This design comes from an exercise in tuning for small area, a short achievable clock period and few clock cycles on the open sky130 flow, not from production work. Function was checked by simulation only, so behaviour that the tests miss may differ from the original.

`run.sh`:
```
#!/bin/bash
# synth_recipe.tcl (not shown) runs the flow's synth.tcl, then flattens the netlist and writes it again
# the make line also repeats each setting of config.mk as NAME=value (left out here)
make -C /OpenROAD-flow-scripts/flow DESIGN_CONFIG=/design/flow/config.mk WORK_HOME=/design/flow/orfs CLKGATE_MAP_FILE= SYNTH_SCRIPT=/design/flow/synth_recipe.tcl finish
```
`config.mk`:
```
export PLATFORM = sky130hd
export DESIGN_NAME = sha256_byte_stream_hasher
export DESIGN_NICKNAME = sha256_byte_stream_hasher
export VERILOG_FILES = /design/flow/design.v
export SDC_FILE = /design/flow/constraint.sdc
export NUM_CORES = 4
export LEC_CHECK = 0
export CAP_MARGIN = 20
export CORE_MARGIN = 2
export CORE_UTILIZATION = 40
export SLEW_MARGIN = 20
```
`constraint.sdc`:
```
create_clock -name core_clock -period 10.5 [get_ports {clk}]
set_input_delay 2.1000 -clock core_clock [delete_from_list [all_inputs] [get_ports {clk}]]
set_output_delay 2.1000 -clock core_clock [all_outputs]
set_load 0.01 [all_outputs]
```
`design.v`:
```
package sha256_pkg;
	localparam int unsigned BlockBytes = 64;
	localparam int unsigned Rounds     = 64;
	localparam int unsigned QueueDepth = 4;
	localparam logic [7:0]  PadMark    = 8'h80;
	localparam logic [5:0]  LengthOfs  = 6'd56;
	typedef logic [31:0] word_t;
	typedef struct packed {
		logic [7:0] data;
		logic       has_byte;
		logic       eom;
	} cmd_t;
	typedef struct packed {
		logic [7:0] message_byte;
		logic       has_byte;
		logic       end_of_message;
	} in_item_t;
	typedef struct packed {
		logic [31:0] digest_word;
		logic [2:0]  word_index;
		logic        last_word;
	} out_item_t;
	localparam logic [255:0] InitHashFlat = {
		32'h6a09e667, 32'hbb67ae85, 32'h3c6ef372, 32'ha54ff53a,
		32'h510e527f, 32'h9b05688c, 32'h1f83d9ab, 32'h5be0cd19
	};
	localparam logic [2047:0] RoundKFlat = {
		32'h428a2f98, 32'h71374491, 32'hb5c0fbcf, 32'he9b5dba5,
		32'h3956c25b, 32'h59f111f1, 32'h923f82a4, 32'hab1c5ed5,
		32'hd807aa98, 32'h12835b01, 32'h243185be, 32'h550c7dc3,
		32'h72be5d74, 32'h80deb1fe, 32'h9bdc06a7, 32'hc19bf174,
		32'he49b69c1, 32'hefbe4786, 32'h0fc19dc6, 32'h240ca1cc,
		32'h2de92c6f, 32'h4a7484aa, 32'h5cb0a9dc, 32'h76f988da,
		32'h983e5152, 32'ha831c66d, 32'hb00327c8, 32'hbf597fc7,
		32'hc6e00bf3, 32'hd5a79147, 32'h06ca6351, 32'h14292967,
		32'h27b70a85, 32'h2e1b2138, 32'h4d2c6dfc, 32'h53380d13,
		32'h650a7354, 32'h766a0abb, 32'h81c2c92e, 32'h92722c85,
		32'ha2bfe8a1, 32'ha81a664b, 32'hc24b8b70, 32'hc76c51a3,
		32'hd192e819, 32'hd6990624, 32'hf40e3585, 32'h106aa070,
		32'h19a4c116, 32'h1e376c08, 32'h2748774c, 32'h34b0bcb5,
		32'h391c0cb3, 32'h4ed8aa4a, 32'h5b9cca4f, 32'h682e6ff3,
		32'h748f82ee, 32'h78a5636f, 32'h84c87814, 32'h8cc70208,
		32'h90befffa, 32'ha4506ceb, 32'hbef9a3f7, 32'hc67178f2
	};
	function automatic word_t init_hash(input logic [2:0] i);
		init_hash = InitHashFlat[{~i, 5'd0} +: 32];
	endfunction
	function automatic word_t round_k(input logic [5:0] r);
		round_k = RoundKFlat[{~r, 5'd0} +: 32];
	endfunction
	function automatic word_t rotr(input word_t x, input int unsigned n);
		rotr = (x >> n) | (x << (32 - n));
	endfunction
	function automatic word_t big_sigma0(input word_t x);
		big_sigma0 = rotr(x, 2) ^ rotr(x, 13) ^ rotr(x, 22);
	endfunction
	function automatic word_t big_sigma1(input word_t x);
		big_sigma1 = rotr(x, 6) ^ rotr(x, 11) ^ rotr(x, 25);
	endfunction
	function automatic word_t small_sigma0(input word_t x);
		small_sigma0 = rotr(x, 7) ^ rotr(x, 18) ^ (x >> 3);
	endfunction
	function automatic word_t small_sigma1(input word_t x);
		small_sigma1 = rotr(x, 17) ^ rotr(x, 19) ^ (x >> 10);
	endfunction
endpackage
module sha256_front (
	input  logic        clk,
	input  logic        arst_n,
	input  logic        in_valid,
	output logic        in_ready,
	input  logic [7:0]  in_byte,
	input  logic        in_has_byte,
	input  logic        in_eom,
	output logic        blk_ready,
	output logic        blk_first,   
	output logic        blk_last,    
	input  logic        launch,
	output logic        rd_active,
	output logic [31:0] rd_word
);
	logic [31:0] mem_q [16];          
	logic [5:0]  wpos_q;
	logic        cl_valid_q;
	logic [6:0]  cl_pos_q;            
	logic        cl_mark_q, cl_len_q, cl_first_q, cl_last_q;
	logic        cl_follow_q;         
	logic        cl_fmark_q;          
	logic [5:0]  lenlo_q;             
	logic        lenz_q;              
	logic        msg_first_q;
	logic [54:0] blk_cnt_q;           
	logic [3:0]  rd_t_q;
	logic        rd_active_q;
	logic [6:0]  rd_pos_q;
	logic        rd_mark_q, rd_len_q;
	logic [5:0]  rd_lenlo_q;
	logic        rd_lenz_q;
	logic        take, byte_we, full;
	logic [6:0]  p7;
	assign in_ready  = !cl_valid_q;
	assign take      = in_valid && !cl_valid_q;
	assign byte_we   = take && in_has_byte;
	assign full      = byte_we && (wpos_q == 6'd63);
	assign p7        = {1'b0, wpos_q} + {6'd0, in_has_byte};
	assign blk_ready = cl_valid_q;
	assign blk_first = cl_first_q;
	assign blk_last  = cl_last_q;
	assign rd_active = rd_active_q;
	always_ff @(posedge clk) begin
		if (byte_we) mem_q[wpos_q[5:2]][{~wpos_q[1:0], 3'd0} +: 8] <= in_byte;
	end
	always_ff @(posedge clk or negedge arst_n) begin
		if (!arst_n) begin
			wpos_q      <= '0;
			cl_valid_q  <= 1'b0;
			msg_first_q <= 1'b1;
			rd_active_q <= 1'b0;
		end else begin
			if (rd_active_q && rd_t_q == 4'd15) rd_active_q <= 1'b0;
			if (launch) begin
				rd_active_q <= 1'b1;
				if (!cl_follow_q) cl_valid_q <= 1'b0;
			end else if (take) begin
				if (byte_we) wpos_q <= wpos_q + 1'b1;
				if (in_eom) begin
					cl_valid_q  <= 1'b1;
					msg_first_q <= 1'b1;
					wpos_q      <= '0;
				end else if (full) begin
					cl_valid_q  <= 1'b1;
					msg_first_q <= 1'b0;
				end
			end
		end
	end
	always_ff @(posedge clk) begin
		rd_t_q <= rd_t_q + 1'b1;
		if (launch) begin
			rd_t_q      <= '0;
			rd_pos_q    <= cl_pos_q;
			rd_mark_q   <= cl_mark_q;
			rd_len_q    <= cl_len_q;
			rd_lenlo_q  <= lenlo_q;
			rd_lenz_q   <= lenz_q;
			if (cl_follow_q) begin
				cl_pos_q    <= '0;
				cl_mark_q   <= cl_fmark_q;
				cl_len_q    <= 1'b1;
				cl_first_q  <= 1'b0;
				cl_last_q   <= 1'b1;
				cl_follow_q <= 1'b0;
			end
		end else if (take) begin
			if (full) blk_cnt_q <= msg_first_q ? 55'd1 : blk_cnt_q + 1'b1;
			if (in_eom) begin
				cl_first_q  <= msg_first_q;
				if (full) begin
					cl_pos_q    <= 7'd64;
					cl_mark_q   <= 1'b0;
					cl_len_q    <= 1'b0;
					cl_last_q   <= 1'b0;
					cl_follow_q <= 1'b1;
					cl_fmark_q  <= 1'b1;
					lenlo_q     <= '0;
					lenz_q      <= 1'b0;
				end else if (p7 >= 7'd56) begin
					cl_pos_q    <= p7;
					cl_mark_q   <= 1'b1;
					cl_len_q    <= 1'b0;
					cl_last_q   <= 1'b0;
					cl_follow_q <= 1'b1;
					cl_fmark_q  <= 1'b0;
					lenlo_q     <= p7[5:0];
					lenz_q      <= msg_first_q;
				end else begin
					cl_pos_q    <= p7;
					cl_mark_q   <= 1'b1;
					cl_len_q    <= 1'b1;
					cl_last_q   <= 1'b1;
					cl_follow_q <= 1'b0;
					lenlo_q     <= p7[5:0];
					lenz_q      <= msg_first_q;
				end
			end else if (full) begin
				cl_first_q  <= msg_first_q;
				cl_pos_q    <= 7'd64;
				cl_mark_q   <= 1'b0;
				cl_len_q    <= 1'b0;
				cl_last_q   <= 1'b0;
				cl_follow_q <= 1'b0;
			end
		end
	end
	logic [31:0] m;
	logic [63:0] len_bits;
	logic [5:0]  idx;
	always_comb begin
		m        = mem_q[rd_t_q];
		len_bits = {rd_lenz_q ? 55'd0 : blk_cnt_q, rd_lenlo_q, 3'd0};
		for (int j = 0; j < 4; j++) begin
			idx = {rd_t_q, 2'(j)};
			if ({1'b0, idx} < rd_pos_q)
				rd_word[31 - 8*j -: 8] = m[31 - 8*j -: 8];
			else if ({1'b0, idx} == rd_pos_q && rd_mark_q)
				rd_word[31 - 8*j -: 8] = sha256_pkg::PadMark;
			else
				rd_word[31 - 8*j -: 8] = 8'h00;
		end
		if (rd_len_q && rd_t_q == 4'd14) rd_word = len_bits[63:32];
		if (rd_len_q && rd_t_q == 4'd15) rd_word = len_bits[31:0];
	end
endmodule
module sha256_core (
	input  logic        clk,
	input  logic        arst_n,
	input  logic        blk_ready,
	input  logic        blk_first,
	input  logic        blk_last,
	output logic        launch,
	input  logic        rd_active,
	input  logic [31:0] rd_word,
	output logic        out_valid,
	input  logic        out_ready,
	output logic [31:0] out_word,
	output logic [2:0]  out_index,
	output logic        out_last
);
	typedef logic [31:0] word_t;
	word_t a_q, b_q, c_q, d_q, e_q, f_q, g_q, h_q;
	word_t w_q [16];            
	word_t q_q;                 
	word_t k_q;                 
	logic [5:0] kc_q;           
	word_t ha_q [4];            
	word_t he_q [4];            
	word_t out_q;
	logic        in_round_q;
	logic [5:0]  rn_q;
	logic [1:0]  ph_q;          
	logic        mode_fin_q, mode_init_q;
	logic        fin_pend_q;
	logic        go_q;
	logic        nx_first_q, nx_last_q, cur_first_q, cur_last_q;
	logic        out_valid_q, ovp_q;
	logic [2:0]  oidx_q;
	logic [1:0]  osel_q;        
	function automatic word_t csa_s(input word_t x, input word_t y, input word_t z);
		csa_s = x ^ y ^ z;
	endfunction
	function automatic word_t csa_c(input word_t x, input word_t y, input word_t z);
		csa_c = ((x & y) | (x & z) | (y & z)) << 1;
	endfunction
	word_t s1, ch, s0, mj;
	word_t p1s, p1c, p2s, p2c, p3s, p3c, e1s, e1c, e2s, e2c;
	word_t a_new, e_new;
	always_comb begin
		s1  = sha256_pkg::big_sigma1(e_q);
		ch  = (e_q & f_q) ^ (~e_q & g_q);
		s0  = sha256_pkg::big_sigma0(a_q);
		mj  = (a_q & b_q) ^ (a_q & c_q) ^ (b_q & c_q);
		p1s = csa_s(q_q, ch, mj);
		p1c = csa_c(q_q, ch, mj);
		p2s = csa_s(p1s, p1c, s1);
		p2c = csa_c(p1s, p1c, s1);
		p3s = csa_s(p2s, p2c, s0);
		p3c = csa_c(p2s, p2c, s0);
		a_new = p3s + p3c;
		e1s = csa_s(q_q, ch, d_q);
		e1c = csa_c(q_q, ch, d_q);
		e2s = csa_s(e1s, e1c, s1);
		e2c = csa_c(e1s, e1c, s1);
		e_new = e2s + e2c;
	end
	logic  fin, iv_sel;
	word_t xa, xe, iv_a, iv_e, sum_a, sum_e;
	always_comb begin
		fin    = !in_round_q && mode_fin_q;
		iv_sel = mode_init_q || (mode_fin_q && cur_last_q);
		iv_a   = sha256_pkg::init_hash({1'b0, ~ph_q});       
		iv_e   = sha256_pkg::init_hash({1'b1, ~ph_q});       
		xa     = !mode_fin_q ? '0 : (cur_first_q ? iv_a : ha_q[0]);
		xe     = !mode_fin_q ? '0 : (cur_first_q ? iv_e : he_q[0]);
		sum_a  = xa + d_q;
		sum_e  = xe + h_q;
	end
	word_t sch1s, sch1c, sch2s, sch2c, qa_s, qa_c;
	word_t w_in, q_new;
	always_comb begin
		sch1s = csa_s(sha256_pkg::small_sigma1(w_q[14]), w_q[9], sha256_pkg::small_sigma0(w_q[1]));
		sch1c = csa_c(sha256_pkg::small_sigma1(w_q[14]), w_q[9], sha256_pkg::small_sigma0(w_q[1]));
		sch2s = csa_s(sch1s, sch1c, w_q[0]);
		sch2c = csa_c(sch1s, sch1c, w_q[0]);
		w_in  = rd_active ? rd_word : (sch2s + sch2c);
		qa_s  = csa_s(g_q, k_q, w_q[15]);
		qa_c  = csa_c(g_q, k_q, w_q[15]);
		q_new = qa_s + qa_c;
	end
	logic       hs;
	logic [2:0] oidx_n;
	logic [1:0] opos;
	word_t      out_n;
	always_comb begin
		hs     = out_valid_q && out_ready;
		oidx_n = oidx_q + {2'd0, hs};
		opos   = osel_q - {1'b0, hs};       
		out_n  = oidx_n[2] ? he_q[opos] : ha_q[opos];
	end
	always_ff @(posedge clk) begin
		for (int i = 0; i < 15; i++) w_q[i] <= w_q[i+1];
		w_q[15] <= w_in;
		q_q  <= q_new;
		k_q  <= sha256_pkg::round_k(kc_q);
		kc_q <= (!in_round_q && ph_q == 2'd1) ? 6'd0 : kc_q + 1'b1;
		a_q <= in_round_q ? a_new : (iv_sel ? iv_a : sum_a);
		b_q <= a_q;
		c_q <= b_q;
		d_q <= c_q;
		e_q <= in_round_q ? e_new : (iv_sel ? iv_e : sum_e);
		f_q <= e_q;
		g_q <= f_q;
		h_q <= g_q;
		for (int i = 0; i < 3; i++) begin
			ha_q[i] <= ha_q[i+1];
			he_q[i] <= he_q[i+1];
		end
		ha_q[3] <= fin ? sum_a : ha_q[0];
		he_q[3] <= fin ? sum_e : he_q[0];
		out_q <= out_n;
	end
	logic loop_end, fin_pend_nx, out_busy, fin_done;
	assign launch      = !in_round_q && ph_q == 2'd1 && blk_ready && !go_q &&
		(mode_fin_q || mode_init_q || !fin_pend_q);
	assign loop_end    = !in_round_q && ph_q == 2'd3;
	assign fin_pend_nx = fin_pend_q && !mode_fin_q;
	assign out_busy    = out_valid_q || ovp_q;
	assign fin_done    = loop_end && mode_fin_q && cur_last_q;
	always_ff @(posedge clk or negedge arst_n) begin
		if (!arst_n) begin
			in_round_q  <= 1'b0;
			rn_q        <= '0;
			ph_q        <= '0;
			mode_fin_q  <= 1'b0;
			mode_init_q <= 1'b1;
			fin_pend_q  <= 1'b0;
			go_q        <= 1'b0;
			out_valid_q <= 1'b0;
			ovp_q       <= 1'b0;
			oidx_q      <= '0;
			osel_q      <= '0;
		end else begin
			ph_q <= ph_q + 1'b1;
			if (fin_done) begin
				ovp_q  <= 1'b1;
				oidx_q <= '0;
				osel_q <= 2'd3;
			end else begin
				oidx_q <= oidx_n;
				osel_q <= opos - 1'b1;
			end
			if (ovp_q) begin
				ovp_q       <= 1'b0;
				out_valid_q <= 1'b1;
			end
			if (hs && oidx_q == 3'd7) out_valid_q <= 1'b0;
			if (launch) go_q <= 1'b1;
			if (in_round_q) begin
				rn_q <= rn_q + 1'b1;
				if (rn_q == 6'd63) begin
					in_round_q  <= 1'b0;
					fin_pend_q  <= 1'b1;
					mode_fin_q  <= !out_busy;
					mode_init_q <= 1'b0;
				end
			end else if (loop_end) begin
				fin_pend_q  <= fin_pend_nx;
				mode_fin_q  <= fin_pend_nx && !out_busy;
				mode_init_q <= 1'b0;
				if (go_q) begin
					go_q       <= 1'b0;
					in_round_q <= 1'b1;
					rn_q       <= '0;
				end
			end
		end
	end
	always_ff @(posedge clk) begin
		if (launch) begin
			nx_first_q <= blk_first;
			nx_last_q  <= blk_last;
		end
		if (loop_end && go_q) begin
			cur_first_q <= nx_first_q;
			cur_last_q  <= nx_last_q;
		end
	end
	assign out_valid = out_valid_q;
	assign out_index = oidx_q;
	assign out_last  = (oidx_q == 3'd7);
	assign out_word  = out_q;
endmodule
module sha256_byte_stream_hasher (
	input  logic        clk,
	input  logic        arst_n,
	input  logic        in_valid,
	output logic        in_ready,
	input  logic [7:0]  in_message_byte,
	input  logic        in_has_byte,
	input  logic        in_end_of_message,
	output logic        out_valid,
	input  logic        out_ready,
	output logic [31:0] out_digest_word,
	output logic [2:0]  out_word_index,
	output logic        out_last_word
);
	logic        blk_ready, blk_first, blk_last, launch, rd_active;
	logic [31:0] rd_word;
	sha256_front u_front (
		.clk, .arst_n,
		.in_valid    (in_valid),
		.in_ready    (in_ready),
		.in_byte     (in_message_byte),
		.in_has_byte (in_has_byte),
		.in_eom      (in_end_of_message),
		.blk_ready, .blk_first, .blk_last, .launch, .rd_active, .rd_word
	);
	sha256_core u_core (
		.clk, .arst_n,
		.blk_ready, .blk_first, .blk_last, .launch, .rd_active, .rd_word,
		.out_valid (out_valid),
		.out_ready (out_ready),
		.out_word  (out_digest_word),
		.out_index (out_word_index),
		.out_last  (out_last_word)
	);
endmodule
```
==> results of run 1 <==
-- per-layer routing --
metal / vias up / GRT usage
met1: 22800 / 0.302
met3: 319 / 0.0327
met4: 2 / 0.0808
met5: - / 0
met2: 1573 / 0.335
li1: 21100 / -
-- cells by family (layout without fill, tap and decap cells) --
logic type	count (synthesis)	in the layout	share of synthesized area
DFF	1764	1764	0.561
and+or+nand+nor	1150	1150	0.0720
AOI/OAI and AO/OA	1132	1132	0.100
buffers and inverters	637	837	0.0324
adders and majority gates	514	514	0.111
xor gates and xnor gates	472	472	0.0559
muxes	243	243	0.0670
other	0	1	0
-- synthesized netlist by cell type (65+ instances only) --
cell      instances
nor2_1          336
nand3_1          84
a21o_1           89
inv_1           409
clkbuf_1        175
ha_1            234
nor2b_1          65
fa_1            250
dfxtp_1        1131
xor2_1          138
a21oi_1         310
nand2_1         387
mux4_2          198
o21ai_0         248
xnor2_1         334
edfxtp_1        604
-- how the worst max path moves through the flow --
stage,to,slack [ns],cells past startpoint
floorplan,u_front.blk_cnt_q[0]$_SDFFCE_PP1P_,4.61,6
global placement,u_core.a_q[29]$_DFF_P_,4.77,19
detailed placement,u_core.a_q[29]$_DFF_P_,4.77,19
CTS,u_core.a_q[29]$_DFF_P_,4.76,19
global route,u_core.a_q[29]$_DFF_P_,4.45,19
finish,u_core.a_q[29]$_DFF_P_,4.70,19
-- state kept, by name, summed over array words and instances (netlist names), 6 cells and up --
signal,cells
u_core.w_q,512
u_front.mem_q,512
u_core.ha_q,128
u_core.he_q,128
u_front.blk_cnt_q,55
u_core.a_q,32
u_core.b_q,32
u_core.c_q,32
u_core.d_q,32
u_core.e_q,32
u_core.f_q,32
u_core.g_q,32
u_core.h_q,32
u_core.k_q,32
u_core.out_q,32
u_core.q_q,32
u_front.cl_pos_q,7
u_front.rd_pos_q,7
u_core.kc_q,6
u_core.rn_q,6
u_front.lenlo_q,6
u_front.rd_lenlo_q,6
u_front.wpos_q,6
-- critical path, delay by kind of cell (launching register included) --
family	cells	cell delay [ns]
adder cells (fa/ha/maj)	5	2.13
AO/OA/AOI/OAI	8	2.17
multiplexers	1	0.41
AND/OR/NAND/NOR	1	0.16
XOR/XNOR	1	0.15
flip-flops	1	0.47
buffers and inverters	3	0.18
-- area by class of cell --
class                      count  area [um2]  share of cell area
tap                         2464        3080              0.0371
clock inverter                85         933              0.0112
clock buffer                 247        5110              0.0615
antenna                        1        2.50           0.0000301
inverter                     413        1550              0.0186
multi-input combinational   3511       30100               0.362
sequential                  1764       41500               0.499
timing repair buffer          92         813             0.00978
-- stage by stage --
stage / utilization / cell area [um2]
finish: 0.453 / 83200
global route: 0.453 / 83200
CTS: 0.453 / 83100
detailed placement: 0.420 / 77100
global placement: 0.420 / 77100
floorplan: - / 74000
==> flow_summary.json, run 1 <==
{
  "outcome": "no timing/DRC/antenna violations",
  "die_y_um": 434,
  "cts.repair.resized": 0,
  "r2r_end": "u_core.a_q[29]$_DFF_P_",
  "slew_headroom": 0.249,
  "dpl.hpwl_um": 148000,
  "post_cts_buffers": 0,
  "coreArea_um2": 183000,
  "overflow": 0,
  "layout_common_cells": "dfxtp_1, edfxtp_1, inv_1, nand2_1, xnor2_1",
  "wl_met3_um": 12200,
  "cts_htree_levels": 4,
  "die_area_um2": 188000,
  "fin_crit_sh": 0.552,
  "r2r_start": "u_core.e_q[1]$_DFF_P_",
  "slowest_delay_ns": 0.53,
  "synth_edf_count": 604,
  "rsz0062_at_grt": "no",
  "maxSlewViolCount": 0,
  "synth_nets": 6410,
  "synth_area_um2": 74000,
  "yosysUniqueCellTypes": 87,
  "die_w_um": 434,
  "cts_inserted_buffers": 178,
  "final_cells": 8577,
  "worst-r2r-setup-slack_ns": 4.70,
  "vias_per_cell": 5.33,
  "cts_num_sinks": 1764,
  "fmax_ghz": 0.173,
  "drc_errors": 0,
  "rows": 157,
  "cp_slowest_cell": "a21boi_0",
  "hold_viol_final": 0,
  "place_ws_ns": 4.77,
  "synthArstFlopShare": 0.0164,
  "hold_depth": 0,
  "final_common_cell": "dfxtp_1",
  "drt_iter0_markers": 4593,
  "path_common_cell": "fa_1",
  "worstHoldStart": "u_core.w_q[4][19]$_DFF_P_",
  "root_buffer": "clkbuf_16",
  "grt_usage": 0.215,
  "fillCellCount": 16700,
  "postCtsHoldBufs": 0,
  "yosys.area.top_type": "dfxtp_1",
  "worst-endpoint-arrival_ns": 6.46,
  "grt_pass1_vias": 45100,
  "tightest_slew_ns": 1.12,
  "cp_max_fo": 5,
  "clkTransAtPathRegs_ns": 0.08,
  "drive_above_1_share": 0.101,
  "skew_ns": 0.0711,
  "synth_top_area_frac": 0.306,
  "required_ns": 11.17,
  "period_needed_ns": 5.80,
  "io_pins": 52,
  "cts_tree": "done",
  "start_util": 0.403,
  "setup_viol_count_final": 0,
  "worstPathCellList": "mux2_2 > fa_1 > inv_1 > fa_1 > inv_1 > fa_1 > ha_1 > inv_1 > fa_1 > nor2b_1 > o31a_1 > o221ai_1 > a21boi_0 > a221oi_1 > o21ai_0 > a31oi_1 > o21ai_0 > xnor2_1 > a22oi_1",
  "yosys-top-cells-area": "dfxtp_1, edfxtp_1, fa_1",
  "hold_path_class": "flip-flop to flip-flop",
  "holdWs_ns": 0.283,
  "postRouteAntennaNets": 0,
  "startpoint": "u_core.e_q[1]$_DFF_P_",
  "ys_warn_count": 5,
  "synthCells": 5912,
  "clock_insertion_delay_worst_skew_ns": 0.84,
  "ys_ff_latch": 1764,
  "avgRoutedWirePerCell_um": 23.6,
  "num-nets-final": 6458,
  "routed_wl_um": 202000,
  "endpoint_kind": "flip-flop",
  "clockBufferDepth": 3,
  "syn2layout_area_growth_pct": 12.4,
  "synth_area_per_cell_um2": 12.5,
  "yosys_most_used_dff": "dfxtp_1",
  "setup_ws_ns": 4.70,
  "drv_cap": 0,
  "ys_seq_area_frac": 0.561,
  "dp_cells": 8244,
  "cp-start-kind": "flip-flop",
  "dr.max_layer_used": "met5",
  "min_to": "u_core.w_q[3][19]$_DFF_P_",
  "finalWeightedCongestion": 0.936,
  "wl_met1_um": 90600,
  "drt-pass1-iter-count": 9,
  "reg2regPathDepth": 19,
  "port-buffer-count": 51,
  "setup_tns_ns": 0,
  "grt_start_max_net_pins": 95,
  "grt_pass1_wl_um": 299000,
  "wl_met2_um": 91700,
  "antenna_found_initial": 6,
  "path_class": "flip-flop to flip-flop",
  "vias": 45700
}
Testbench counts, summed over its fixed seeds: cycles 20,372.
==> inputs of run 2 (changes only) <==
--- a/design.v
+++ b/design.v
@@ -107,16 +107,28 @@
 	assign blk_first = cl_first_q;
 	assign blk_last  = cl_last_q;
 	assign rd_active = rd_active_q;
+	logic [3:0] z_q, wr_at, rd_at;
+	assign wr_at = z_q + wpos_q[5:2] - 4'd1;    
+	assign rd_at = z_q + rd_t_q;
 	always_ff @(posedge clk) begin
-		if (byte_we) mem_q[wpos_q[5:2]][{~wpos_q[1:0], 3'd0} +: 8] <= in_byte;
+		for (int i = 0; i < 16; i++) begin
+			for (int j = 0; j < 4; j++) begin
+				if (byte_we && wr_at == 4'(i) && wpos_q[1:0] == 2'(j))
+					mem_q[i][31 - 8*j -: 8] <= in_byte;
+				else
+					mem_q[i][31 - 8*j -: 8] <= mem_q[(i + 1) % 16][31 - 8*j -: 8];
+			end
+		end
 	end
 	always_ff @(posedge clk or negedge arst_n) begin
 		if (!arst_n) begin
 			wpos_q      <= '0;
+			z_q         <= 4'd2;
 			cl_valid_q  <= 1'b0;
 			msg_first_q <= 1'b1;
 			rd_active_q <= 1'b0;
 		end else begin
+			z_q <= z_q - 1'b1;
 			if (rd_active_q && rd_t_q == 4'd15) rd_active_q <= 1'b0;
 			if (launch) begin
 				rd_active_q <= 1'b1;
@@ -196,7 +208,7 @@
 	logic [63:0] len_bits;
 	logic [5:0]  idx;
 	always_comb begin
-		m        = mem_q[rd_t_q];
+		m        = mem_q[{rd_at[3:2], 2'b00}];
 		len_bits = {rd_lenz_q ? 55'd0 : blk_cnt_q, rd_lenlo_q, 3'd0};
 		for (int j = 0; j < 4; j++) begin
 			idx = {rd_t_q, 2'(j)};
==> flow_summary.json, run 2 <==
{
  "outcome": "no timing/DRC/antenna violations",
  "num-nets-final": 6774,
  "slowest_delay_ns": 0.65,
  "worstHoldStart": "u_core.w_q[12][5]$_DFF_P_",
  "routed_wl_um": 204000,
  "tightest_slew_ns": 1.24,
  "cp-start-kind": "flip-flop",
  "die_area_um2": 183000,
  "fillCellCount": 16400,
  "path_class": "flip-flop to flip-flop",
  "grt_usage": 0.222,
  "clkTransAtPathRegs_ns": 0.06,
  "fin_crit_sh": 0.574,
  "cts_tree": "done",
  "postCtsHoldBufs": 0,
  "syn2layout_area_growth_pct": 12.8,
  "setup_tns_ns": 0,
  "fin_area_um2": 80800,
  "synth_edf_count": 92,
  "coreArea_um2": 178000,
  "hold_viol_final": 0,
  "cts_num_sinks": 1768,
  "grt_pass1_wl_um": 302000,
  "critPathBufInv": 3,
  "post_cts_buffers": 0,
  "setup_viol_count_final": 0,
  "postLayoutCoreUtil": 0.453,
  "placed_cell_area_um2": 74500,
  "period_needed_ns": 6.02,
  "finalWeightedCongestion": 0.959,
  "synthArstFlopShare": 0.0187,
  "drc_errors": 0,
  "ys_ff_latch": 1768,
  "fmax_ghz": 0.166,
  "drt-pass1-iter-count": 10,
  "io_pins": 52,
  "slew_headroom": 0.166,
  "rows": 155,
  "layout_common_cells": "dfxtp_1, mux2_2, inv_1, nand2_1, xnor2_1",
  "synth_commonest_cells": "dfxtp_1, mux2_2, inv_1, nand2_1, xnor2_1",
  "drv_cap": 0,
  "drt_iter0_markers": 4347,
  "dpl.hpwl_um": 151000,
  "die_w_um": 427,
  "clockBufferDepth": 3,
  "antenna_found_initial": 13,
  "worst-endpoint-arrival_ns": 6.73,
  "grt_pass1_vias": 45700,
  "cts_inserted_buffers": 176,
  "vias_per_cell": 5.28,
  "synthCells": 6244,
  "avgRoutedWirePerCell_um": 23.2,
  "synth_nets": 6750,
  "yosys.area.top_type": "dfxtp_1",
  "drive_above_1_share": 0.157,
  "required_ns": 11.21,
  "clock_insertion_delay_worst_skew_ns": 0.86,
  "worstPathCellList": "mux2_2 > fa_1 > inv_1 > fa_1 > inv_1 > fa_1 > ha_1 > inv_1 > fa_1 > nand2b_1 > a21oi_1 > o41ai_1 > nand3_1 > a41o_1 > o41ai_1 > o31ai_1 > o41ai_1 > xnor2_1 > a21oi_1",
  "path_common_cell": "fa_1",
  "synth_area_um2": 71600,
  "overflow": 0,
  "endpoint_kind": "flip-flop",
  "rsz0062_at_grt": "no",
  "grt_start_max_net_pins": 82,
  "root_buffer": "clkbuf_16",
  "cp_max_fo": 5,
  "dp_cells": 8445,
  "yosys-top-cells-area": "dfxtp_1, mux2_2, fa_1",
  "cts.repair.resized": 0,
  "yosysUniqueCellTypes": 89,
  "path_delay_family": "compound AO/OA/AOI/OAI gates",
  "start_util": 0.402,
  "cp_slowest_cell": "o41ai_1",
  "port-buffer-count": 51,
  "maxSlewViolCount": 0,
  "final_common_cell": "dfxtp_1",
  "synth.most_common_cell": "dfxtp_1",
  "skew_ns": 0.0605,
  "startpoint": "u_core.e_q[1]$_DFF_P_",
  "postRouteAntennaNets": 0,
  "r2r_start": "u_core.e_q[1]$_DFF_P_",
  "cts_htree_levels": 4,
  "synth_area_per_cell_um2": 11.5,
  "hold_path_class": "flip-flop to flip-flop",
  "ys_seq_area_frac": 0.509,
  "die_y_um": 427,
  "synth_top_area_frac": 0.459,
  "ys_warn_count": 6,
  "final_cells": 8776,
  "vias": 46300,
  "yosys_most_used_dff": "dfxtp_1"
}
## run 2: cell count changes in the layout (fill, tap and decap cells not counted), sizes merged, moves of 14 or more
cell / previous run / this run
nand3: 85 / 65
buf: 42 / 58
edfxtp: 604 / 92
nor2b: 65 / 41
and3: 49 / 32
and2: 28 / 45
mux4: 198 / 72
a211oi: 44 / 65
nor2: 337 / 286
a21oi: 310 / 266
mux2: 35 / 545
dfxtp: 1131 / 1643
o21bai: 30 / 16
## run 2: worst paths after layout
| kind | cells after the start | to | slack [ns] |
|---|---|---|---|
| max | 19 | u_core.a_q[31]$_DFF_P_ | 4.48 |
| min | 0 | u_core.w_q[11][5]$_DFF_P_ | 0.28 |
| max reg2reg | 19 | u_core.a_q[31]$_DFF_P_ | 4.48 |
| min reg2reg | 0 | u_core.w_q[11][5]$_DFF_P_ | 0.28 |
| max in group asynchronous | 2 | u_core.in_round_q$_DFF_PN0_ | 8.66 |
| min in group asynchronous | 2 | u_core.ph_q[1]$_DFF_PN0_ | 1.33 |
## run 2: cell families after synthesis
group | count (synthesis) | share of synthesized area
adders and majority gates | 523 | 0.117
buffers and inverters | 678 | 0.0357
xor gates and xnor gates | 484 | 0.0592
and+or+nand+nor | 1084 | 0.0697
AOI/OAI and AO/OA | 1078 | 0.0997
DFF | 1768 | 0.509
muxes | 629 | 0.110
## run 2: layout make-up
class	count	area, um2	area share
diodes	2	5.00	0.0000620
clock buffers	248	5100	0.0631
clock inverters	81	1120	0.0138
inverters	424	1590	0.0197
multi-input cells	3798	32700	0.405
flip-flops and latches	1768	36500	0.452
well taps	2355	2950	0.0365
repair buffers	100	836	0.0103
## run 2: routing by layer
| metal | up-vias | part of all wire | GRT usage |
|---|---|---|---|
| met2 | 1375 | 0.43 | 0.328 |
| met5 | - | 0.00016 | 0 |
| li1 | 21600 | - | - |
| met3 | 265 | 0.065 | 0.0455 |
| met1 | 23100 | 0.48 | 0.327 |
| met4 | 4 | 0.024 | 0.0618 |
## run 2: per-stage QoR
stage / setup slack (ns) / hold slack (ns)
6_report: 4.48 / 0.284
5_1_grt: 4.24 / 0.286
4_1_cts: 4.56 / 0.274
3_5_place_dp: 4.53 / 0.312
3_3_place_gp: 4.47 / 0.310
2_1_floorplan: 5.00 / 0.310
Testbench counts of run 2, summed over its fixed seeds: cycles 20,372.
==> inputs of run 3 (changes only) <==
--- a/config.mk
+++ b/config.mk
@@ -8,4 +8,5 @@
 export CAP_MARGIN = 20
 export CORE_MARGIN = 2
 export CORE_UTILIZATION = 40
+export SETUP_SLACK_MARGIN = 5
 export SLEW_MARGIN = 20
==> flow_summary.json, run 3 <==
{
  "skew_ns": 0.0701,
  "synth_edf_count": 92,
  "antenna_found_initial": 10,
  "crit_end": "u_core.a_q[31]$_DFF_P_",
  "synth_area_per_cell_um2": 11.5,
  "r2r_start": "u_core.e_q[4]$_DFF_P_",
  "reg2regPathDepth": 17,
  "die_area_um2": 183000,
  "synth_nets": 6750,
  "grt_pass1_vias": 45300,
  "outcome": "no timing/DRC/antenna violations",
  "r2r_end": "u_core.a_q[31]$_DFF_P_",
  "dp_cells": 8445,
  "yosysUniqueCellTypes": 89,
  "grt_usage": 0.220,
  "routed_wl_um": 202000,
  "critPathBufInv": 2,
  "period_needed_ns": 5.42,
  "postLayoutCoreUtil": 0.454,
  "clockBufferDepth": 3,
  "post_cts_buffers": 0,
  "worst-endpoint-arrival_ns": 6.09,
  "maxSlewViolCount": 0,
  "holdWs_ns": 0.289,
  "startpoint": "u_core.e_q[4]$_DFF_P_",
  "cts_num_sinks": 1768,
  "drt_iter0_markers": 4292,
  "die_w_um": 427,
  "synthCells": 6244,
  "drt-pass1-iter-count": 8,
  "io_pins": 52,
  "setup_tns_ns": 0,
  "required_ns": 11.17,
  "clkTransAtPathRegs_ns": 0.06,
  "cp_max_fo": 5,
  "tightest_slew_ns": 1.17,
  "drv_cap": 0,
  "synthArstFlopShare": 0.0187,
  "path_delay_family": "compound AO/OA/AOI/OAI gates",
  "finalWeightedCongestion": 0.966,
  "die_y_um": 427,
  "port-buffer-count": 51,
  "worst-r2r-setup-slack_ns": 5.08,
  "slew_headroom": 0.216,
  "path_common_cell": "fa_1",
  "n_antenna_cell": 0,
  "yosys_most_used_dff": "dfxtp_1",
  "ys_ff_latch": 1768,
  "rows": 155,
  "root_buffer": "clkbuf_16",
  "rsz0062_at_grt": "yes",
  "synth.most_common_cell": "dfxtp_1",
  "dpl.hpwl_um": 151000,
  "cp_num_cells": 17,
  "postRouteAntennaNets": 0,
  "drive_above_1_share": 0.159,
  "final_cells": 8769,
  "fin_crit_sh": 0.516,
  "setup_viol_count_final": 0,
  "grt_start_max_net_pins": 98,
  "regArea_um2": 36500,
  "synth_top_area_frac": 0.459,
  "cp_slowest_cell": "dfxtp_1",
  "vias_per_cell": 5.27,
  "cts_inserted_buffers": 174,
  "grt_pass1_wl_um": 297000,
  "fmax_ghz": 0.185,
  "final_common_cell": "dfxtp_1",
  "synth_commonest_cells": "dfxtp_1, mux2_2, inv_1, nand2_1, xnor2_1",
  "slowest_delay_ns": 0.51,
  "cts.repair.resized": 4,
  "yosys-top-cells-area": "dfxtp_1, mux2_2, fa_1",
  "worstHoldStart": "u_core.w_q[5][17]$_DFF_P_",
  "endpoint_kind": "flip-flop",
  "vias": 46300,
  "hold_path_class": "flip-flop to flip-flop",
  "multiInputGateArea_um2": 32800,
  "drc_errors": 0,
  "cts_tree": "done",
  "ys_seq_area_frac": 0.509,
  "cts_htree_levels": 4,
  "coreArea_um2": 178000,
  "yosys.area.top_type": "dfxtp_1",
  "cp-start-kind": "flip-flop",
  "postCtsHoldBufs": 0,
  "clock_insertion_delay_worst_skew_ns": 0.85,
  "num-nets-final": 6772,
  "syn2layout_area_growth_pct": 13.0,
  "hold_viol_final": 0,
  "overflow": 0,
  "avgRoutedWirePerCell_um": 23.0,
  "path_class": "flip-flop to flip-flop",
  "ys_warn_count": 6,
  "fillCellCount": 16300,
  "layout_common_cells": "dfxtp_1, mux2_2, inv_1, nand2_1, xnor2_1",
  "synth_area_um2": 71600,
  "worstPathCellList": "mux2_2 > fa_1 > inv_1 > fa_1 > inv_1 > fa_1 > ha_1 > o211ai_1 > a21oi_1 > o41ai_4 > nand3_2 > a41o_1 > o41ai_2 > o31ai_1 > o41ai_2 > xnor2_1 > a21oi_1",
  "start_util": 0.402
}
==> run 3: metal layers <==
metal  track usage  routed length, um  share of wire
met1         0.315              93800           0.46
met2         0.329              88200           0.44
met3        0.0543              15200          0.075
met4        0.0594               4640          0.023
met5             0                 40        0.00020
==> run 3: logic make-up after synthesis <==
family | count (synthesis) | share of synthesized area
xor gates and xnor gates | 484 | 0.0592
muxes | 629 | 0.110
and+or+nand+nor | 1084 | 0.0697
AOI/OAI and AO/OA | 1078 | 0.0997
adders and majority gates | 523 | 0.117
DFF | 1768 | 0.509
buffers and inverters | 678 | 0.0357
==> run 3: cell type report <==
| cell class | count | share of cell area |
|---|---|---|
| sequential | 1768 | 0.451 |
| multi-input combinational | 3798 | 0.405 |
| clock buffer | 241 | 0.0624 |
| tap | 2355 | 0.0364 |
| inverter | 424 | 0.0197 |
| clock inverter | 83 | 0.0151 |
| timing repair buffer | 100 | 0.0103 |
==> run 3: worst min path at each step <==
| stage | end | slack [ns] | cells after the start |
|---|---|---|---|
| after floorplan | u_core.w_q[10][0]$_DFF_P_ | 0.31 | 0 |
| after global placement | u_core.w_q[4][29]$_DFF_P_ | 0.31 | 0 |
| after detailed placement | u_core.w_q[10][12]$_DFF_P_ | 0.31 | 0 |
| after CTS | u_core.w_q[2][17]$_DFF_P_ | 0.28 | 0 |
| after global routing | u_core.w_q[5][25]$_DFF_P_ | 0.29 | 0 |
| final | u_core.w_q[4][17]$_DFF_P_ | 0.29 | 0 |
==> run 3: per-stage QoR <==
step                setup slack, ns  cell area [um2]
CTS                            5.04            80900
global route                   4.90            80900
detailed placement             4.46            74600
floorplan                      5.73            71700
finish                         5.08            80900
global placement               4.50            74600
==> inputs of run 4 (changes only) <==
--- a/design.v
+++ b/design.v
@@ -263,6 +263,24 @@
 	function automatic word_t csa_c(input word_t x, input word_t y, input word_t z);
 		csa_c = ((x & y) | (x & z) | (y & z)) << 1;
 	endfunction
+	function automatic word_t add32(input word_t x, input word_t y);
+		logic [31:0] g, p, gn, pn;
+		g = x & y;
+		p = x ^ y;
+		for (int l = 0; l < 5; l++) begin
+			gn = g;
+			pn = p;
+			for (int i = 0; i < 32; i++) begin
+				if ((i & (1 << l)) != 0) begin
+					gn[i] = g[i] | (p[i] & g[((i >> l) << l) - 1]);
+					pn[i] = p[i] & p[((i >> l) << l) - 1];
+				end
+			end
+			g = gn;
+			p = pn;
+		end
+		add32 = (x ^ y) ^ {g[30:0], 1'b0};
+	endfunction
 	word_t s1, ch, s0, mj;
 	word_t p1s, p1c, p2s, p2c, p3s, p3c, e1s, e1c, e2s, e2c;
 	word_t a_new, e_new;
@@ -277,12 +295,12 @@
 		p2c = csa_c(p1s, p1c, s1);
 		p3s = csa_s(p2s, p2c, s0);
 		p3c = csa_c(p2s, p2c, s0);
-		a_new = p3s + p3c;
+		a_new = add32(p3s, p3c);
 		e1s = csa_s(q_q, ch, d_q);
 		e1c = csa_c(q_q, ch, d_q);
 		e2s = csa_s(e1s, e1c, s1);
 		e2c = csa_c(e1s, e1c, s1);
-		e_new = e2s + e2c;
+		e_new = add32(e2s, e2c);
 	end
 	logic  fin, iv_sel;
 	word_t xa, xe, iv_a, iv_e, sum_a, sum_e;
@@ -293,8 +311,8 @@
 		iv_e   = sha256_pkg::init_hash({1'b1, ~ph_q});       
 		xa     = !mode_fin_q ? '0 : (cur_first_q ? iv_a : ha_q[0]);
 		xe     = !mode_fin_q ? '0 : (cur_first_q ? iv_e : he_q[0]);
-		sum_a  = xa + d_q;
-		sum_e  = xe + h_q;
+		sum_a  = add32(xa, d_q);
+		sum_e  = add32(xe, h_q);
 	end
 	word_t sch1s, sch1c, sch2s, sch2c, qa_s, qa_c;
 	word_t w_in, q_new;
@@ -303,10 +321,10 @@
 		sch1c = csa_c(sha256_pkg::small_sigma1(w_q[14]), w_q[9], sha256_pkg::small_sigma0(w_q[1]));
 		sch2s = csa_s(sch1s, sch1c, w_q[0]);
 		sch2c = csa_c(sch1s, sch1c, w_q[0]);
-		w_in  = rd_active ? rd_word : (sch2s + sch2c);
+		w_in  = rd_active ? rd_word : add32(sch2s, sch2c);
 		qa_s  = csa_s(g_q, k_q, w_q[15]);
 		qa_c  = csa_c(g_q, k_q, w_q[15]);
-		q_new = qa_s + qa_c;
+		q_new = add32(qa_s, qa_c);
 	end
 	logic       hs;
 	logic [2:0] oidx_n;
--- a/config.mk
+++ b/config.mk
@@ -8,5 +8,6 @@
 export CAP_MARGIN = 20
 export CORE_MARGIN = 2
 export CORE_UTILIZATION = 40
+export CTS_BUF_LIST = sky130_fd_sc_hd__clkbuf_4 sky130_fd_sc_hd__clkbuf_8
 export SETUP_SLACK_MARGIN = 5
 export SLEW_MARGIN = 20
==> flow_summary.json, run 4 <==
{
  "outcome": "no timing/DRC/antenna violations",
  "yosysUniqueCellTypes": 93,
  "root_buffer": "clkbuf_8",
  "synth.most_common_cell": "dfxtp_1",
  "synth_area_um2": 69700,
  "port-buffer-count": 51,
  "slowest_delay_ns": 0.55,
  "synth_area_per_cell_um2": 12.0,
  "synth_mux_area_frac": 0.114,
  "start_util": 0.402,
  "rows": 153,
  "die_area_um2": 178000,
  "hold_viol_final": 0,
  "drt-pass1-iter-count": 9,
  "syn2layout_area_growth_pct": 13.1,
  "num-nets-final": 6481,
  "vias": 44000,
  "postCtsHoldBufs": 0,
  "finalWeightedCongestion": 0.913,
  "fmax_ghz": 0.190,
  "drc_errors": 0,
  "worstPathCellList": "mux2_2 > fa_1 > fa_1 > inv_1 > fa_1 > inv_1 > ha_1 > o21ai_0 > o21a_1 > o211ai_1 > nand2_1 > o211a_1 > o21ai_0 > o31a_1 > xor2_1 > a221o_1",
  "layout_common_cells": "dfxtp_1, mux2_2, clkbuf_8, nand2_1, inv_1",
  "fin_crit_sh": 0.501,
  "grt_pass1_vias": 44300,
  "period_needed_ns": 5.26,
  "io_pins": 52,
  "clockBufferDepth": 4,
  "synth_commonest_cells": "dfxtp_1, mux2_2, nand2_1, inv_1, xnor2_1",
  "maxSlewViolCount": 0,
  "cp-start-kind": "flip-flop",
  "synth_nets": 6335,
  "setup_viol_count_final": 0,
  "die_w_um": 421,
  "setup_tns_ns": 0,
  "synth_top_family_by_area": "adder cells",
  "die_y_um": 421,
  "drive_above_1_share": 0.200,
  "synth_compound_area_frac": 0.0855,
  "synthArstFlopShare": 0.0187,
  "cp_max_fo": 5,
  "path_class": "flip-flop to flip-flop",
  "yosys_most_used_dff": "dfxtp_1",
  "synthAdderAreaFrac": 0.124,
  "synthCells": 5818,
  "synth-simple-area-share": 0.0626,
  "grt_start_max_net_pins": 101,
  "hold_path_class": "flip-flop to flip-flop",
  "tightest_slew_ns": 1.06,
  "worst-endpoint-arrival_ns": 6.13,
  "dpl.hpwl_um": 135000,
  "ys_warn_count": 6,
  "path_delay_family": "compound AO/OA/AOI/OAI gates",
  "grt_usage": 0.208,
  "cp_slowest_cell": "dfxtp_1",
  "critPathBufInv": 2,
  "cts_htree_levels": 5,
  "rsz0062_at_grt": "no",
  "grt_pass1_wl_um": 279000,
  "antenna_found_initial": 4,
  "drt_iter0_markers": 3747,
  "synth-xor-area-share": 0.0589,
  "routed_wl_um": 187000,
  "final_common_cell": "dfxtp_1",
  "path_common_cell": "fa_1",
  "ys_ff_latch": 1768,
  "cts_num_sinks": 1768,
  "avgRoutedWirePerCell_um": 22.0,
  "drv_cap": 0,
  "clock_insertion_delay_worst_skew_ns": 1.03,
  "synth_edf_count": 92,
  "endpoint_kind": "flip-flop",
  "clkTransAtPathRegs_ns": 0.07,
  "ys_seq_area_frac": 0.524,
  "overflow": 0,
  "cts_tree": "done",
  "postRouteAntennaNets": 0,
  "required_ns": 11.38,
  "cts_inserted_buffers": 306,
  "yosys-top-cells-area": "dfxtp_1, mux2_2, fa_1",
  "skew_ns": 0.0709,
  "coreArea_um2": 173000,
  "yosys.area.top_type": "dfxtp_1",
  "synth_top_area_frac": 0.472,
  "vias_per_cell": 5.18,
  "slew_headroom": 0.289
}
[run 4: changes by cell type in the layout (fill, tap and decap cells not counted), sizes merged, moves of 14 or more]
cell,change
clkbuf,+223
inv,-83
clkinv,-20
o21a,-17
a21o,-19
o21ai,-45
nor3,-20
a21oi,-71
nor2,-55
fa,+20
nand2,-53
a211oi,-27
mux2,+14
[run 4: kinds of logic (layout without fill, tap and decap cells)]
group / count (synthesis) / in the layout
buffers and inverters: 591 / 941
AO/OA/AOI/OAI: 882 / 882
XOR/XNOR: 469 / 469
other: 0 / 7
flip-flops: 1768 / 1768
adder cells (fa/ha/maj): 533 / 533
AND/OR/NAND/NOR: 939 / 939
multiplexers: 636 / 636
[run 4: through the flow]
| stage | utilization | instance area, um2 | std cells | setup slack (ns) | hold slack, ns |
|---|---|---|---|---|---|
| 2_1_floorplan | - | 69700 | 5818 | 5.07 | 0.310 |
| 3_3_place_gp | 0.418 | 72500 | 7981 | 4.75 | 0.310 |
| 3_5_place_dp | 0.418 | 72500 | 7981 | 4.72 | 0.312 |
| 4_1_cts | 0.454 | 78800 | 8493 | 5.24 | 0.289 |
| 5_1_grt | 0.454 | 78800 | 8496 | 5.02 | 0.289 |
| 6_report | 0.454 | 78800 | 8500 | 5.24 | 0.292 |
[run 4: metal layers]
| layer | global-route usage | up-vias | part of all wire | wire length (um) |
|---|---|---|---|---|
| met5 | 0 | - | 0.000069 | 13 |
| li1 | - | 20400 | - | - |
| met1 | 0.292 | 21900 | 0.46 | 85800 |
| met3 | 0.0387 | 318 | 0.062 | 11700 |
| met2 | 0.324 | 1454 | 0.45 | 84800 |
| met4 | 0.0633 | 2 | 0.026 | 4930 |
[run 4: layout make-up]
type	instances	area, um2
clock buffer	464	5810
inverter	341	1280
sequential	1768	36500
tap	2325	2910
multi-input combinational	3459	31100
clock inverter	48	455
antenna	7	17.5
timing repair buffer	88	749
fill	15800	94600
[run 4: timing repair]
action,in CTS,in global routing
hold endpoints to repair,0,0
endpoints found under the setup margin,0,9
buffers inserted,0,0
gates resized for setup,0,5
[run 4: path summary, 6_finish.rpt]
check	from	endpoint	slack [ns]	depth (start not counted)
setup reg to reg	u_core.e_q[3]$_DFF_P_	u_core.a_q[30]$_DFF_P_	5.24	16
setup / recovery	u_core.e_q[3]$_DFF_P_	u_core.a_q[30]$_DFF_P_	5.24	16
min in group asynchronous	arst_n	u_front.rd_active_q$_DFFE_PN0P_	1.10	1
hold / removal	u_core.w_q[10][11]$_DFF_P_	u_core.w_q[9][11]$_DFF_P_	0.29	0
max in group asynchronous	arst_n	u_core.in_round_q$_DFF_PN0_	8.87	1
hold reg to reg	u_core.w_q[10][11]$_DFF_P_	u_core.w_q[9][11]$_DFF_P_	0.29	0
Testbench counts of run 4, summed over its fixed seeds: cycles 20,372.
==> inputs of run 5 (changes only) <==
--- a/config.mk
+++ b/config.mk
@@ -7,7 +7,7 @@
 export LEC_CHECK = 0
 export CAP_MARGIN = 20
 export CORE_MARGIN = 2
-export CORE_UTILIZATION = 40
-export CTS_BUF_LIST = sky130_fd_sc_hd__clkbuf_4 sky130_fd_sc_hd__clkbuf_8
+export CORE_UTILIZATION = 55
+export PLACE_DENSITY = 0.68
 export SETUP_SLACK_MARGIN = 5
 export SLEW_MARGIN = 20
==> flow_summary.json, run 5 <==
{
  "cp-start-kind": "flip-flop",
  "port-buffer-count": 51,
  "synth.most_common_cell": "dfxtp_1",
  "drv_cap": 0,
  "grt_pass1_wl_um": 279000,
  "syn2layout_area_growth_pct": 11.9,
  "fin_area_um2": 78000,
  "synth_commonest_cells": "dfxtp_1, mux2_2, nand2_1, inv_1, xnor2_1",
  "yosys_most_used_dff": "dfxtp_1",
  "cts_inserted_buffers": 175,
  "setup_viol_count_final": 0,
  "dp_cells": 7309,
  "postCtsHoldBufs": 0,
  "synth_area_um2": 69700,
  "cp_slowest_cell": "dfxtp_1",
  "vias_per_cell": 5.72,
  "die_area_um2": 130000,
  "holdWs_ns": 0.320,
  "required_ns": 11.24,
  "synth_top_area_frac": 0.472,
  "skew_ns": 0.0550,
  "cts.repair.resized": 0,
  "vias": 43700,
  "clock_insertion_delay_worst_skew_ns": 0.83,
  "endpoint_kind": "flip-flop",
  "avgRoutedWirePerCell_um": 24.4,
  "cts_tree": "done",
  "antenna_found_initial": 7,
  "ys_seq_area_frac": 0.524,
  "cp_max_fo": 5,
  "ys_warn_count": 6,
  "cts_htree_levels": 4,
  "worst-endpoint-arrival_ns": 6.02,
  "r2r_end": "u_core.w_q[15][31]$_DFF_P_",
  "ys_ff_latch": 1768,
  "layout_common_cells": "dfxtp_1, mux2_2, nand2_1, inv_1, xnor2_1",
  "worstPathCellList": "xnor2_1 > xnor2_1 > fa_1 > fa_1 > ha_1 > a21o_1 > nand4_1 > a21boi_0 > o21ai_0 > o21a_1 > a2bb2oi_2 > a21oi_1 > a31oi_1 > nor4bb_1 > a211o_1",
  "yosys.area.top_type": "dfxtp_1",
  "use_met3": 0.0607,
  "yosysUniqueCellTypes": 93,
  "fin_crit_sh": 0.503,
  "hold_viol_final": 0,
  "setup_tns_ns": 0,
  "synth_edf_count": 92,
  "synthCells": 5818,
  "yosys-top-cells-area": "dfxtp_1, mux2_2, fa_1",
  "io_pins": 52,
  "worst-r2r-setup-slack_ns": 5.22,
  "rsz0062_at_grt": "no",
  "clockBufferDepth": 3,
  "final_cells": 7640,
  "slowest_delay_ns": 0.59,
  "clkTransAtPathRegs_ns": 0.06,
  "slew_headroom": 0.227,
  "period_needed_ns": 5.28,
  "drc_errors": 0,
  "post_cts_buffers": 0,
  "die_y_um": 360,
  "worstHoldStart": "u_core.w_q[4][4]$_DFF_P_",
  "met2_usage": 0.423,
  "root_buffer": "clkbuf_16",
  "dpl.hpwl_um": 137000,
  "synth_area_per_cell_um2": 12.0,
  "placed_cell_area_um2": 71700,
  "start_util": 0.554,
  "hold_path_class": "flip-flop to flip-flop",
  "overflow": 0,
  "grt_usage": 0.288,
  "reg2regPathDepth": 15,
  "drt-pass1-iter-count": 7,
  "postLayoutCoreUtil": 0.620,
  "r2r_start": "u_core.w_q[14][19]$_DFF_P_",
  "top_usage_layer": "met2",
  "drive_above_1_share": 0.171,
  "routed_wl_um": 186000,
  "synthArstFlopShare": 0.0187,
  "hold_depth": 0,
  "rows": 130,
  "final_common_cell": "dfxtp_1",
  "tightest_slew_ns": 1.15,
  "fmax_ghz": 0.190,
  "cts_num_sinks": 1768,
  "coreArea_um2": 126000,
  "synth_nets": 6335,
  "grt_pass1_vias": 43100,
  "outcome": "no timing/DRC/antenna violations",
  "min_to": "u_core.w_q[3][4]$_DFF_P_",
  "grt_start_max_net_pins": 82,
  "place_ws_ns": 5.19,
  "finalWeightedCongestion": 0.961,
  "setup_ws_ns": 5.22,
  "postRouteAntennaNets": 0,
  "maxSlewViolCount": 0,
  "drt_iter0_markers": 4867,
  "use_met1": 0.416,
  "path_class": "flip-flop to flip-flop",
  "num-nets-final": 6353,
  "die_w_um": 360
}
## run 5: metal layers
layer  part of all wire  wire length, um
met4              0.039             7320
met1               0.45            84400
met3              0.081            15000
met2               0.43            79700
met5           0.000070               13
## run 5: worst max-delay path: cells and delay by family, from the launching register on
kind / cells / cell delay [ns]
AO/OA/AOI/OAI: 8 / 2.29
flip-flops: 1 / 0.59
XOR/XNOR: 2 / 0.52
AND/OR/NAND/NOR: 2 / 0.49
adder cells (fa/ha/maj): 3 / 1.31
## run 5: worst max-delay path by stage
stage                                     from                                  to
floorplan                             in_valid  u_front.blk_cnt_q[0]$_SDFFCE_PP1P_
global placement         u_core.e_q[2]$_DFF_P_              u_core.e_q[23]$_DFF_P_
detailed placement       u_core.e_q[2]$_DFF_P_              u_core.e_q[23]$_DFF_P_
CTS                     u_core.e_q[16]$_DFF_P_              u_core.a_q[30]$_DFF_P_
global route            u_core.e_q[16]$_DFF_P_              u_core.a_q[30]$_DFF_P_
finish              u_core.w_q[14][19]$_DFF_P_          u_core.w_q[15][31]$_DFF_P_
## run 5: cells by family after synthesis
group,Yosys count,share of synthesized area
AO/OA/AOI/OAI,882,0.0855
multiplexers,636,0.114
XOR/XNOR,469,0.0589
adder cells (fa/ha/maj),533,0.124
AND/OR/NAND/NOR,939,0.0626
flip-flops,1768,0.524
buffers and inverters,591,0.0319
## run 5: area by class of cell
cell class | count | area [um2]
diodes | 3 | 7.51
clock buffers | 244 | 5070
clock inverters | 84 | 1240
fillers | 9817 | 47700
inverters | 341 | 1280
multi-input cells | 3459 | 31100
flip-flops and latches | 1768 | 36500
well taps | 1650 | 2060
repair buffers | 91 | 776
==> inputs of run 6 (changes only) <==
--- a/config.mk
+++ b/config.mk
@@ -7,7 +7,9 @@
 export LEC_CHECK = 0
 export CAP_MARGIN = 20
 export CORE_MARGIN = 2
-export CORE_UTILIZATION = 55
-export PLACE_DENSITY = 0.68
+export CORE_UTILIZATION = 40
+export CTS_BUF_LIST = sky130_fd_sc_hd__clkbuf_16
+export CTS_CLUSTER_DIAMETER = 150
+export CTS_CLUSTER_SIZE = 22
 export SETUP_SLACK_MARGIN = 5
 export SLEW_MARGIN = 20
==> flow_summary.json, run 6 <==
{
  "setup_ws_ns": 5.24,
  "reg2regPathDepth": 16,
  "die_w_um": 421,
  "drv_cap": 0,
  "yosys.area.top_type": "dfxtp_1",
  "port-buffer-count": 51,
  "cts_num_sinks": 1768,
  "cp-start-kind": "flip-flop",
  "syn2layout_area_growth_pct": 7.66,
  "num-nets-final": 6265,
  "skew_ns": 0.0748,
  "dpl.hpwl_um": 135000,
  "synth_top_area_frac": 0.472,
  "drc_errors": 0,
  "antenna_found_initial": 0,
  "grt_start_max_net_pins": 101,
  "ys_seq_area_frac": 0.524,
  "vias_per_cell": 5.26,
  "tightest_slew_ns": 1.08,
  "ys_warn_count": 6,
  "synthArstFlopShare": 0.0187,
  "io_pins": 52,
  "final_cells": 8103,
  "postRouteAntennaNets": 0,
  "synthCells": 5818,
  "place_ws_ns": 4.72,
  "slew_headroom": 0.280,
  "placed_cell_area_um2": 72500,
  "hold_depth": 0,
  "holdWs_ns": 0.299,
  "rsz0062_at_grt": "no",
  "yosys-top-cells-area": "dfxtp_1, mux2_2, fa_1",
  "fmax_ghz": 0.190,
  "avgRoutedWirePerCell_um": 22.6,
  "fin_crit_sh": 0.501,
  "endpoint_kind": "flip-flop",
  "clock_insertion_delay_worst_skew_ns": 0.78,
  "die_y_um": 421,
  "postCtsHoldBufs": 0,
  "rows": 153,
  "worst-endpoint-arrival_ns": 5.92,
  "ys_ff_latch": 1768,
  "fillCellCount": 16100,
  "synth_edf_count": 92,
  "root_buffer": "clkbuf_16",
  "hold_viol_final": 0,
  "cts_htree_levels": 3,
  "final_common_cell": "dfxtp_1",
  "regArea_um2": 36500,
  "post_cts_buffers": 0,
  "drt-pass1-iter-count": 9,
  "drt_iter0_markers": 3968,
  "required_ns": 11.15,
  "grt_pass1_wl_um": 272000,
  "synth_commonest_cells": "dfxtp_1, mux2_2, nand2_1, inv_1, xnor2_1",
  "cts_inserted_buffers": 90,
  "synth.most_common_cell": "dfxtp_1",
  "setup_viol_count_final": 0,
  "grt_usage": 0.202,
  "synth_nets": 6335,
  "start_util": 0.402,
  "layout_common_cells": "dfxtp_1, mux2_2, inv_1, nand2_1, xnor2_1",
  "multiInputGateArea_um2": 31100,
  "synth_area_um2": 69700,
  "setup_tns_ns": 0,
  "clkTransAtPathRegs_ns": 0.10,
  "period_needed_ns": 5.26,
  "yosys_most_used_dff": "dfxtp_1",
  "overflow": 0,
  "clockBufferDepth": 3,
  "yosysUniqueCellTypes": 93,
  "vias": 42700,
  "cts.repair.resized": 0,
  "dp_cells": 7981,
  "coreArea_um2": 173000,
  "cp_max_fo": 5,
  "outcome": "no timing/DRC/antenna violations",
  "synth_area_per_cell_um2": 12.0,
  "die_area_um2": 178000,
  "maxSlewViolCount": 0,
  "routed_wl_um": 183000,
  "cts_tree": "done",
  "finalWeightedCongestion": 0.913,
  "hold_path_class": "flip-flop to flip-flop",
  "drive_above_1_share": 0.143,
  "path_class": "flip-flop to flip-flop",
  "grt_pass1_vias": 42200,
  "fin_area_um2": 75000,
  "postLayoutCoreUtil": 0.433
}
-- run 6: cell counts after synthesis --
No cell type changed its count.
-- run 6: final cells by class --
type,count,share of cell area
diodes,2,0.0000667
well taps,2325,0.0388
clock inverters,30,0.00350
flip-flops and latches,1768,0.487
multi-input cells,3459,0.414
repair buffers,88,0.00999
clock buffers,90,0.0300
inverters,341,0.0171
-- run 6: logic make-up after synthesis --
kind of cell	Yosys count	synth area share
flip-flops	1768	0.524
AND/OR/NAND/NOR	939	0.0626
AO/OA/AOI/OAI	882	0.0855
multiplexers	636	0.114
buffers and inverters	591	0.0319
adder cells (fa/ha/maj)	533	0.124
XOR/XNOR	469	0.0589
-- run 6: final timing paths --
kind / to / from / slack [ns]
max in group asynchronous: u_core.in_round_q$_DFF_PN0_ / arst_n / 8.69
hold reg to reg: u_core.w_q[11][28]$_DFF_P_ / u_core.w_q[12][28]$_DFF_P_ / 0.30
setup / recovery: u_core.a_q[30]$_DFF_P_ / u_core.e_q[3]$_DFF_P_ / 5.24
min in group asynchronous: u_front.wpos_q[2]$_DFFE_PN0P_ / arst_n / 1.34
setup reg to reg: u_core.a_q[30]$_DFF_P_ / u_core.e_q[3]$_DFF_P_ / 5.24
hold / removal: u_core.w_q[11][28]$_DFF_P_ / u_core.w_q[12][28]$_DFF_P_ / 0.30
-- run 6: worst max-delay path, cell delays in order, from the launching register on --
cell and delay, ns:
dfxtp_1 0.57, mux2_2 0.43, fa_1 0.51, fa_1 0.54
inv_1 0.06, fa_1 0.53, inv_1 0.04, ha_1 0.31
o21ai_0 0.13, o21a_1 0.23, o211ai_1 0.27, nand2_1 0.13
o211a_1 0.32, o21ai_0 0.46, o31a_1 0.22, xor2_1 0.08
a221o_1 0.33
-- run 6: metal layers --
| metal | GRT usage | vias up | part of all wire |
|---|---|---|---|
| met4 | 0.0551 | 0 | 0.026 |
| li1 | - | 19800 | - |
| met1 | 0.292 | 21400 | 0.46 |
| met2 | 0.320 | 1236 | 0.46 |
| met3 | 0.0241 | 252 | 0.055 |
| met5 | 0 | - | 0 |

==> re-timing with driven ports <==
The results above use ideal ports. As a check the final layouts listed here were re-extracted and re-timed, cells and wires unchanged.
Step 1 assumes that a clkbuf_16 drives the clock port and a buf_2 every other input.
Step 2 moves the port delays by t, midway between the first and last clock arrival at a register: inputs arrive t later, outputs are due t later. That takes back most of the time a late clock gives input paths.
Slacks: ideal / step 1 / step 2; pairs: ideal / step 1.
run | t (ns) | slack for setup (ns) | hold WS [ns] | worst setup path after step 2 | slew at the worst register clock pin (ns)
run 1 | 0.887 | 4.705 / 4.705 / 4.705 | 0.283 / 0.283 / 0.283 | register to register | 0.08 / 0.08
run 2 | 0.917 | 4.477 / 4.477 / 4.477 | 0.284 / 0.284 / 0.284 | register to register | 0.07 / 0.07
run 3 | 0.899 | 5.085 / 5.085 / 5.085 | 0.289 / 0.289 / 0.289 | register to register | 0.07 / 0.07
run 4 | 1.067 | 5.244 / 5.244 / 4.727 | 0.292 / 0.292 / 0.292 | input to register | 0.07 / 0.07
run 5 | 0.871 | 5.223 / 5.223 / 5.223 | 0.320 / 0.320 / 0.320 | register to register | 0.07 / 0.07
run 6 | 0.829 | 5.239 / 5.239 / 4.759 | 0.299 / 0.299 / 0.299 | input to register | 0.10 / 0.10
After both steps setup and hold are still met in every run listed. The setup slack of run 4, which loses most, moves by 0.000 ns with the drivers and by -0.517 ns with both steps.
